This design comes from an exercise in tuning for small area on the open sky130 flow, not from production work. The RTL was checked by simulation tests, not by an equivalence proof against the original design.

==> inputs of umber <==
==> flow/design.v <==
`timescale 1ns/1ns
`default_nettype none
package max7219_pkg;
   localparam int C_MATRIX_NB     = 8;
   localparam int C_HALF_PERIOD   = 4;
   localparam int C_LOAD_DURATION = 4;
   localparam logic [7:0] C_REG_DIGIT0     = 8'h01;
   localparam logic [7:0] C_REG_DECODE     = 8'h09;
   localparam logic [7:0] C_REG_INTENSITY  = 8'h0A;
   localparam logic [7:0] C_REG_SCAN_LIMIT = 8'h0B;
   localparam logic [7:0] C_REG_SHUTDOWN   = 8'h0C;
   localparam logic [7:0] C_REG_TEST       = 8'h0F;
   typedef struct packed {
      logic [7:0] addr;
      logic [7:0] data;
   } max7219_word_t;
   typedef struct packed {
      max7219_word_t word;
      logic          last;
   } frame_word_t;
endpackage
`default_nettype wire
`timescale 1ns/1ns
`default_nettype none
package ctrl_pkg;
   localparam int C_RAM_ADDR_W = 8;
   typedef logic [C_RAM_ADDR_W-1:0] ram_addr_t;
   typedef struct packed {
      logic       display_test;
      logic [7:0] decode_mode;
      logic [7:0] intensity;
      logic [7:0] scan_limit;
      logic [7:0] shutdown;
   } cfg_t;
   typedef struct packed {
      logic                       me;
      logic                       we;
      ram_addr_t                  addr;
      logic [15:0]                wdata;
   } ram_req_t;
   typedef struct packed {
      ram_addr_t start_ptr;
      ram_addr_t last_ptr;
      logic      loop;
   } play_cmd_t;
endpackage
`default_nettype wire
`timescale 1ns/1ns
`default_nettype none
module max7219_serializer (
   input  wire        i_clk,
   input  wire        i_rst,
   input  wire        i_cfg_pend,
   input  wire        i_play_pend,
   input  wire        i_last_word,
   input  wire        i_fetch_ok,
   input  wire        i_bit,
   output logic       o_src_play,
   output logic [3:0] o_bit_idx,
   output logic       o_word_end,
   output logic       o_frame_end,
   output logic       o_max7219_clk,
   output logic       o_max7219_data,
   output logic       o_max7219_load
);
   typedef enum logic [1:0] {S_IDLE, S_SHIFT, S_LOAD} state_t;
   state_t     state_q;
   logic [2:0] word_q;
   logic [3:0] bit_q;
   logic [2:0] cyc_q;
   logic       data_q;
   logic       shift;
   logic       bit_end;
   logic       frm_last;
   assign shift    = (state_q == S_SHIFT);
   assign bit_end  = (bit_q == 4'd15) & (cyc_q == 3'd7);
   assign frm_last = (word_q == 3'd7) | i_last_word;
   always_ff @(posedge i_clk) begin
      if (i_rst) begin
         state_q <= S_IDLE;
      end else begin
         case (state_q)
            S_IDLE: begin
               if (i_cfg_pend | i_play_pend) begin
                  state_q <= S_SHIFT;
               end
            end
            S_SHIFT: begin
               if (bit_end & frm_last) begin
                  state_q <= S_LOAD;
               end
            end
            default: begin
               if (cyc_q[1:0] == 2'd3) begin
                  state_q <= S_IDLE;
               end
            end
         endcase
      end
   end
   always_ff @(posedge i_clk) begin
      if (state_q == S_IDLE) begin
         {word_q, bit_q, cyc_q} <= '0;
         o_src_play <= ~i_cfg_pend;
      end else begin
         {word_q, bit_q, cyc_q} <= {word_q, bit_q, cyc_q} + 10'd1;
      end
   end
   always_ff @(posedge i_clk) begin
      if (shift & ~cyc_q[2] & ~(cyc_q[1] & cyc_q[0]) & i_fetch_ok) begin
         data_q <= i_bit;
      end
   end
   assign o_bit_idx      = ~bit_q;
   assign o_frame_end    = (state_q == S_LOAD) & (cyc_q[1:0] == 2'd3);
   assign o_word_end     = (shift & bit_end & ~frm_last) | o_frame_end;
   assign o_max7219_clk  = shift & cyc_q[2];
   assign o_max7219_data = data_q;
   assign o_max7219_load = (state_q == S_LOAD);
endmodule
`default_nettype wire
`timescale 1ns/1ns
`default_nettype none
module ram_word (
   input  wire        i_clk,
   input  wire        i_clr_h,
   input  wire        i_clr_l,
   input  wire        i_set_h,
   input  wire        i_set_l,
   input  wire [15:0] i_data,
   output logic [15:0] o_q
);
   logic keep;
   logic set;
   assign keep = ~(i_clr_h & i_clr_l);
   assign set  = i_set_h & i_set_l;
   always_ff @(posedge i_clk) begin
      o_q <= (o_q & {16{keep}}) | (i_data & {16{set}});
   end
endmodule
module ram_group (
   input  wire        i_clk,
   input  wire        i_clr_h,
   input  wire [15:0] i_clr_l,
   input  wire        i_set_h,
   input  wire [15:0] i_set_l,
   input  wire [15:0] i_data,
   input  wire [15:0] i_rd_sel,
   output logic [15:0] o_rd
);
   logic [15:0] q [0:15];
   for (genvar j = 0; j < 16; j++) begin : g_word
      ram_word u_word (
         .i_clk   (i_clk),
         .i_clr_h (i_clr_h),
         .i_clr_l (i_clr_l[j]),
         .i_set_h (i_set_h),
         .i_set_l (i_set_l[j]),
         .i_data  (i_data),
         .o_q     (q[j])
      );
   end
   always_comb begin
      o_rd = '0;
      for (int j = 0; j < 16; j++) begin
         o_rd |= q[j] & {16{i_rd_sel[j]}};
      end
   end
endmodule
module static_ram (
   input  wire                          i_clk,
   input  wire ctrl_pkg::ram_req_t      i_ram,
   output max7219_pkg::max7219_word_t   o_rdata,
   input  wire ctrl_pkg::ram_addr_t     i_rd_addr,
   output logic [15:0]                  o_rd_word
);
   logic                wr;
   logic                pend_q;
   ctrl_pkg::ram_addr_t pend_addr_q;
   logic [15:0]         pend_data_q;
   logic                set_en;
   ctrl_pkg::ram_addr_t rd_addr;
   logic [15:0]         clr_h, clr_l, set_h, set_l, rd_h, rd_l;
   logic [15:0]         grp_rd [0:15];
   logic [15:0]         rd_sel [0:15];
   logic [15:0]         rd_mem;
   assign wr = i_ram.me & i_ram.we;
   always_ff @(posedge i_clk) begin
      pend_q      <= wr;
      pend_addr_q <= i_ram.addr;
      pend_data_q <= i_ram.wdata;
   end
   assign set_en = pend_q & ~(wr & (i_ram.addr == pend_addr_q));
   assign rd_addr = i_ram.me ? i_ram.addr : i_rd_addr;
   always_comb begin
      for (int i = 0; i < 16; i++) begin
         clr_h[i] = wr & (i_ram.addr[7:4] == 4'(i));
         clr_l[i] = (i_ram.addr[3:0] == 4'(i));
         set_h[i] = set_en & (pend_addr_q[7:4] == 4'(i));
         set_l[i] = (pend_addr_q[3:0] == 4'(i));
         rd_h[i]  = (rd_addr[7:4] == 4'(i));
         rd_l[i]  = (rd_addr[3:0] == 4'(i));
      end
      for (int i = 0; i < 16; i++) begin
         for (int j = 0; j < 16; j++) begin
            rd_sel[i][j] = rd_h[i] & rd_l[j];
         end
      end
   end
   for (genvar i = 0; i < 16; i++) begin : g_group
      ram_group u_group (
         .i_clk   (i_clk),
         .i_clr_h (clr_h[i]),
         .i_clr_l (clr_l),
         .i_set_h (set_h[i]),
         .i_set_l (set_l),
         .i_data  (pend_data_q),
         .i_rd_sel(rd_sel[i]),
         .o_rd    (grp_rd[i])
      );
   end
   always_comb begin
      rd_mem = '0;
      for (int i = 0; i < 16; i++) begin
         rd_mem |= grp_rd[i];
      end
   end
   assign o_rd_word = rd_mem | (pend_data_q & {16{pend_q & (rd_addr == pend_addr_q)}});
   always_ff @(posedge i_clk) begin
      if (i_ram.me & ~i_ram.we) begin
         o_rdata <= o_rd_word;
      end
   end
endmodule
`default_nettype wire
`timescale 1ns/1ns
`default_nettype none
module config_sequencer (
   input  wire                      i_clk,
   input  wire                      i_rst,
   input  wire ctrl_pkg::cfg_t      i_cfg,
   input  wire                      i_cfg_req,
   input  wire                      i_done,
   output logic                     o_pend,
   output logic                     o_cfg_ack,
   output logic [15:0]              o_word
);
   logic [2:0] idx_q;
   always_ff @(posedge i_clk) begin
      if (i_rst | ~i_cfg_req) begin
         idx_q <= '0;
      end else if (i_done) begin
         idx_q <= idx_q + 3'd1;
      end
   end
   always_comb begin
      case (idx_q)
         3'd0:    o_word = {max7219_pkg::C_REG_TEST, {7'd0, i_cfg.display_test}};
         3'd1:    o_word = {max7219_pkg::C_REG_DECODE, i_cfg.decode_mode};
         3'd2:    o_word = {max7219_pkg::C_REG_INTENSITY, i_cfg.intensity};
         3'd3:    o_word = {max7219_pkg::C_REG_SCAN_LIMIT, i_cfg.scan_limit};
         default: o_word = {max7219_pkg::C_REG_SHUTDOWN, i_cfg.shutdown};
      endcase
   end
   assign o_cfg_ack = (idx_q == 3'd5);
   assign o_pend    = i_cfg_req & ~o_cfg_ack;
endmodule
`default_nettype wire
`timescale 1ns/1ns
`default_nettype none
module static_player (
   input  wire                        i_clk,
   input  wire                        i_rst,
   input  wire ctrl_pkg::play_cmd_t   i_play,
   input  wire                        i_play_en,
   input  wire                        i_word_end,
   input  wire                        i_frame_end,
   output logic                       o_busy,
   output ctrl_pkg::ram_addr_t        o_ptr,
   output logic                       o_at_last
);
   logic en_q;
   logic stop;
   assign o_at_last = (o_ptr == i_play.last_ptr);
   assign stop      = i_play.loop ? ~i_play_en : o_at_last;
   always_ff @(posedge i_clk) begin
      en_q <= i_play_en;
      if (i_rst) begin
         o_busy <= 1'b0;
      end else if (~o_busy) begin
         if (i_play_en & ~en_q) begin
            o_busy <= 1'b1;
         end
      end else if (i_frame_end & stop) begin
         o_busy <= 1'b0;
      end
   end
   always_ff @(posedge i_clk) begin
      if (~o_busy) begin
         o_ptr <= i_play.start_ptr;
      end else if (i_word_end) begin
         o_ptr <= o_at_last ? i_play.start_ptr : o_ptr + ctrl_pkg::ram_addr_t'(1);
      end
   end
endmodule
`default_nettype wire
`timescale 1ns/1ns
`default_nettype none
module max7219_display_controller (
   input  wire                        i_clk,
   input  wire                        i_rst,
   input  wire ctrl_pkg::cfg_t        i_cfg,
   input  wire                        i_cfg_req,
   output logic                       o_cfg_ack,
   input  wire ctrl_pkg::ram_req_t    i_ram,
   output max7219_pkg::max7219_word_t o_rdata,
   input  wire ctrl_pkg::play_cmd_t   i_play,
   input  wire                        i_play_en,
   output logic                       o_busy,
   output logic                       o_max7219_clk,
   output logic                       o_max7219_data,
   output logic                       o_max7219_load
);
   ctrl_pkg::ram_addr_t ptr_q;
   logic [15:0]         rd_word;
   logic [15:0]         cfg_word;
   logic [2:0]          cfg_idx_q;
   logic                src_play_q;
   logic [3:0]          bit_idx;
   logic                ser_bit;
   logic                fetch_ok;
   logic                word_end;
   logic                frame_end;
   logic                last_word;
   logic                at_last;
   logic                cfg_pend;
   logic                busy_q;
   static_ram static_ram_inst (
      .i_clk     (i_clk),
      .i_ram     (i_ram),
      .o_rdata   (o_rdata),
      .i_rd_addr (ptr_q),
      .o_rd_word (rd_word)
   );
   config_sequencer config_sequencer_inst (
      .i_clk     (i_clk),
      .i_rst     (i_rst),
      .i_cfg     (i_cfg),
      .i_cfg_req (i_cfg_req),
      .i_done    (frame_end & ~src_play_q),
      .o_pend    (cfg_pend),
      .o_cfg_ack (o_cfg_ack),
      .o_word    (cfg_word)
   );
   static_player static_player_inst (
      .i_clk      (i_clk),
      .i_rst      (i_rst),
      .i_play     (i_play),
      .i_play_en  (i_play_en),
      .i_word_end (word_end & src_play_q),
      .i_frame_end(frame_end & src_play_q),
      .o_busy     (busy_q),
      .o_ptr      (ptr_q),
      .o_at_last  (at_last)
   );
   assign last_word = src_play_q ? at_last : 1'b0;
   assign ser_bit   = src_play_q ? rd_word[bit_idx] : cfg_word[bit_idx];
   assign fetch_ok  = ~src_play_q | ~i_ram.me;
   max7219_serializer max7219_serializer_inst (
      .i_clk       (i_clk),
      .i_rst       (i_rst),
      .i_cfg_pend  (cfg_pend),
      .i_play_pend (busy_q),
      .i_last_word (last_word),
      .i_fetch_ok  (fetch_ok),
      .i_bit       (ser_bit),
      .o_src_play  (src_play_q),
      .o_bit_idx   (bit_idx),
      .o_word_end  (word_end),
      .o_frame_end (frame_end),
      .o_max7219_clk  (o_max7219_clk),
      .o_max7219_data (o_max7219_data),
      .o_max7219_load (o_max7219_load)
   );
   assign o_busy = busy_q;
endmodule
`default_nettype wire
`timescale 1ns/1ns
`default_nettype none
module max7219_top (
   input  wire        i_clk,
   input  wire        i_rst,
   input  wire [32:0] i_cfg,
   input  wire        i_cfg_req,
   output wire        o_cfg_ack,
   input  wire        i_ram_me,
   input  wire        i_ram_we,
   input  wire [7:0]  i_ram_addr,
   input  wire [15:0] i_ram_wdata,
   output wire [15:0] o_rdata,
   input  wire [7:0]  i_play_start,
   input  wire [7:0]  i_play_last,
   input  wire        i_play_loop,
   input  wire        i_play_en,
   output wire        o_busy,
   output wire        o_max7219_clk,
   output wire        o_max7219_data,
   output wire        o_max7219_load
);
   max7219_display_controller u_ctrl (
      .i_clk          (i_clk),
      .i_rst          (i_rst),
      .i_cfg          (i_cfg),
      .i_cfg_req      (i_cfg_req),
      .o_cfg_ack      (o_cfg_ack),
      .i_ram          ({i_ram_me, i_ram_we, i_ram_addr, i_ram_wdata}),
      .o_rdata        (o_rdata),
      .i_play         ({i_play_start, i_play_last, i_play_loop}),
      .i_play_en      (i_play_en),
      .o_busy         (o_busy),
      .o_max7219_clk  (o_max7219_clk),
      .o_max7219_data (o_max7219_data),
      .o_max7219_load (o_max7219_load)
   );
endmodule
`default_nettype wire
==> flow/run.sh <==
#!/bin/bash
# synth_recipe.tcl (not shown) runs the flow's synth.tcl, then flattens the netlist and writes it again
# the make line also repeats each setting of config.mk as NAME=value (left out here)
make -C /OpenROAD-flow-scripts/flow DESIGN_CONFIG=/design/flow/config.mk WORK_HOME=/design/flow/orfs CLKGATE_MAP_FILE= SYNTH_SCRIPT=/design/flow/synth_recipe.tcl finish
==> flow/config.mk <==
export PLATFORM = sky130hd
export DESIGN_NAME = max7219_top
export DESIGN_NICKNAME = max7219_top
export VERILOG_FILES = /design/flow/design.v
export SDC_FILE = /design/flow/constraint.sdc
export NUM_CORES = 4
export LEC_CHECK = 0
export CAP_MARGIN = 20
export CORE_MARGIN = 2
export CORE_UTILIZATION = 40
export SLEW_MARGIN = 20
export SYNTH_HIERARCHICAL = 1
==> flow/constraint.sdc <==
create_clock -name core_clock -period 10.0 [get_ports {i_clk}]
set_input_delay 2.0000 -clock core_clock [delete_from_list [all_inputs] [get_ports {i_clk}]]
set_output_delay 2.0000 -clock core_clock [all_outputs]
set_load 0.01 [all_outputs]
==> indigo (differences from umber) <==
--- a/flow/design.v
+++ b/flow/design.v
@@ -121,52 +121,6 @@
 `default_nettype wire
 `timescale 1ns/1ns
 `default_nettype none
-module ram_word (
-   input  wire        i_clk,
-   input  wire        i_clr_h,
-   input  wire        i_clr_l,
-   input  wire        i_set_h,
-   input  wire        i_set_l,
-   input  wire [15:0] i_data,
-   output logic [15:0] o_q
-);
-   logic keep;
-   logic set;
-   assign keep = ~(i_clr_h & i_clr_l);
-   assign set  = i_set_h & i_set_l;
-   always_ff @(posedge i_clk) begin
-      o_q <= (o_q & {16{keep}}) | (i_data & {16{set}});
-   end
-endmodule
-module ram_group (
-   input  wire        i_clk,
-   input  wire        i_clr_h,
-   input  wire [15:0] i_clr_l,
-   input  wire        i_set_h,
-   input  wire [15:0] i_set_l,
-   input  wire [15:0] i_data,
-   input  wire [15:0] i_rd_sel,
-   output logic [15:0] o_rd
-);
-   logic [15:0] q [0:15];
-   for (genvar j = 0; j < 16; j++) begin : g_word
-      ram_word u_word (
-         .i_clk   (i_clk),
-         .i_clr_h (i_clr_h),
-         .i_clr_l (i_clr_l[j]),
-         .i_set_h (i_set_h),
-         .i_set_l (i_set_l[j]),
-         .i_data  (i_data),
-         .o_q     (q[j])
-      );
-   end
-   always_comb begin
-      o_rd = '0;
-      for (int j = 0; j < 16; j++) begin
-         o_rd |= q[j] & {16{i_rd_sel[j]}};
-      end
-   end
-endmodule
 module static_ram (
    input  wire                          i_clk,
    input  wire ctrl_pkg::ram_req_t      i_ram,
@@ -174,15 +128,14 @@
    input  wire ctrl_pkg::ram_addr_t     i_rd_addr,
    output logic [15:0]                  o_rd_word
 );
+   localparam int N = 2**ctrl_pkg::C_RAM_ADDR_W;
+   logic [15:0]         mem [0:N-1];
    logic                wr;
    logic                pend_q;
    ctrl_pkg::ram_addr_t pend_addr_q;
    logic [15:0]         pend_data_q;
    logic                set_en;
    ctrl_pkg::ram_addr_t rd_addr;
-   logic [15:0]         clr_h, clr_l, set_h, set_l, rd_h, rd_l;
-   logic [15:0]         grp_rd [0:15];
-   logic [15:0]         rd_sel [0:15];
    logic [15:0]         rd_mem;
    assign wr = i_ram.me & i_ram.we;
    always_ff @(posedge i_clk) begin
@@ -191,38 +144,20 @@
       pend_data_q <= i_ram.wdata;
    end
    assign set_en = pend_q & ~(wr & (i_ram.addr == pend_addr_q));
-   assign rd_addr = i_ram.me ? i_ram.addr : i_rd_addr;
-   always_comb begin
-      for (int i = 0; i < 16; i++) begin
-         clr_h[i] = wr & (i_ram.addr[7:4] == 4'(i));
-         clr_l[i] = (i_ram.addr[3:0] == 4'(i));
-         set_h[i] = set_en & (pend_addr_q[7:4] == 4'(i));
-         set_l[i] = (pend_addr_q[3:0] == 4'(i));
-         rd_h[i]  = (rd_addr[7:4] == 4'(i));
-         rd_l[i]  = (rd_addr[3:0] == 4'(i));
+   for (genvar k = 0; k < N; k++) begin : g_word
+      logic clr;
+      logic set;
+      assign clr = wr & (i_ram.addr == ctrl_pkg::ram_addr_t'(k));
+      assign set = set_en & (pend_addr_q == ctrl_pkg::ram_addr_t'(k));
+      always_ff @(posedge i_clk) begin
+         mem[k] <= (mem[k] & {16{~clr}}) | (pend_data_q & {16{set}});
       end
-      for (int i = 0; i < 16; i++) begin
-         for (int j = 0; j < 16; j++) begin
-            rd_sel[i][j] = rd_h[i] & rd_l[j];
-         end
-      end
-   end
-   for (genvar i = 0; i < 16; i++) begin : g_group
-      ram_group u_group (
-         .i_clk   (i_clk),
-         .i_clr_h (clr_h[i]),
-         .i_clr_l (clr_l),
-         .i_set_h (set_h[i]),
-         .i_set_l (set_l),
-         .i_data  (pend_data_q),
-         .i_rd_sel(rd_sel[i]),
-         .o_rd    (grp_rd[i])
-      );
    end
+   assign rd_addr = i_ram.me ? i_ram.addr : i_rd_addr;
    always_comb begin
       rd_mem = '0;
-      for (int i = 0; i < 16; i++) begin
-         rd_mem |= grp_rd[i];
+      for (int k = 0; k < N; k++) begin
+         rd_mem |= mem[k] & {16{rd_addr == ctrl_pkg::ram_addr_t'(k)}};
       end
    end
    assign o_rd_word = rd_mem | (pend_data_q & {16{pend_q & (rd_addr == pend_addr_q)}});
--- a/flow/config.mk
+++ b/flow/config.mk
@@ -7,6 +7,5 @@
 export LEC_CHECK = 0
 export CAP_MARGIN = 20
 export CORE_MARGIN = 2
-export CORE_UTILIZATION = 40
+export CORE_UTILIZATION = 30
 export SLEW_MARGIN = 20
-export SYNTH_HIERARCHICAL = 1
==> summary.txt <==
quantity	indigo	umber
Post-cts resize count	22	0
Gate count of the mapped netlist	14,450	13,170
GPL Wtd Cong	1.849	0.9607
Die boundary width	723.8 microns	632.3 microns
Parity-gate share of the synthesized area counting xor and xnor cells	0.2141%	0.1775%
Detailed placement HPWL	1,814,000 microns	385,300 microns
Initial core utilization	30.09%	40.20%
Synth warnings	5	16
Number of unique standard cell types used by synthesis	80	65
Register area share after synthesis	53.80%	52.95%
Number of buffers inserted during clock tree synthesis	454	428
Simple-gate portion of the synthesized area	8.639%	4.697%
Result of the run	stopped before the end	no timing/DRC/antenna violations
Failing step	global routing (5_1_grt)	-
Standard-cell row count	264	230
Share of the synthesized area in the top cell type	53.30%	52.46%

## port drivers added, routing unchanged
How much do the figures lean on ideal ports? The routed layout below was timed once more, with nothing changed but the port constraints. Step 1: set_driving_cell puts a clkbuf_16 on i_clk and a buf_2 on each other input, an assumption about the parent block. Step 2 also shifts input and output timing later by t, the mid clock arrival at the registers, as if the neighbouring blocks saw the same clock. Three values: ideal, step 1, step 2; two values: the first two.
run: umber
t, ns: 1.111
setup slack, ns: 2.132 / 2.035 / 0.924
cell pins on the clock port's net: 1
After both steps umber still meets setup and hold. For umber, drivers alone change the setup slack by -0.097 ns; drivers and shift together by -1.208 ns.
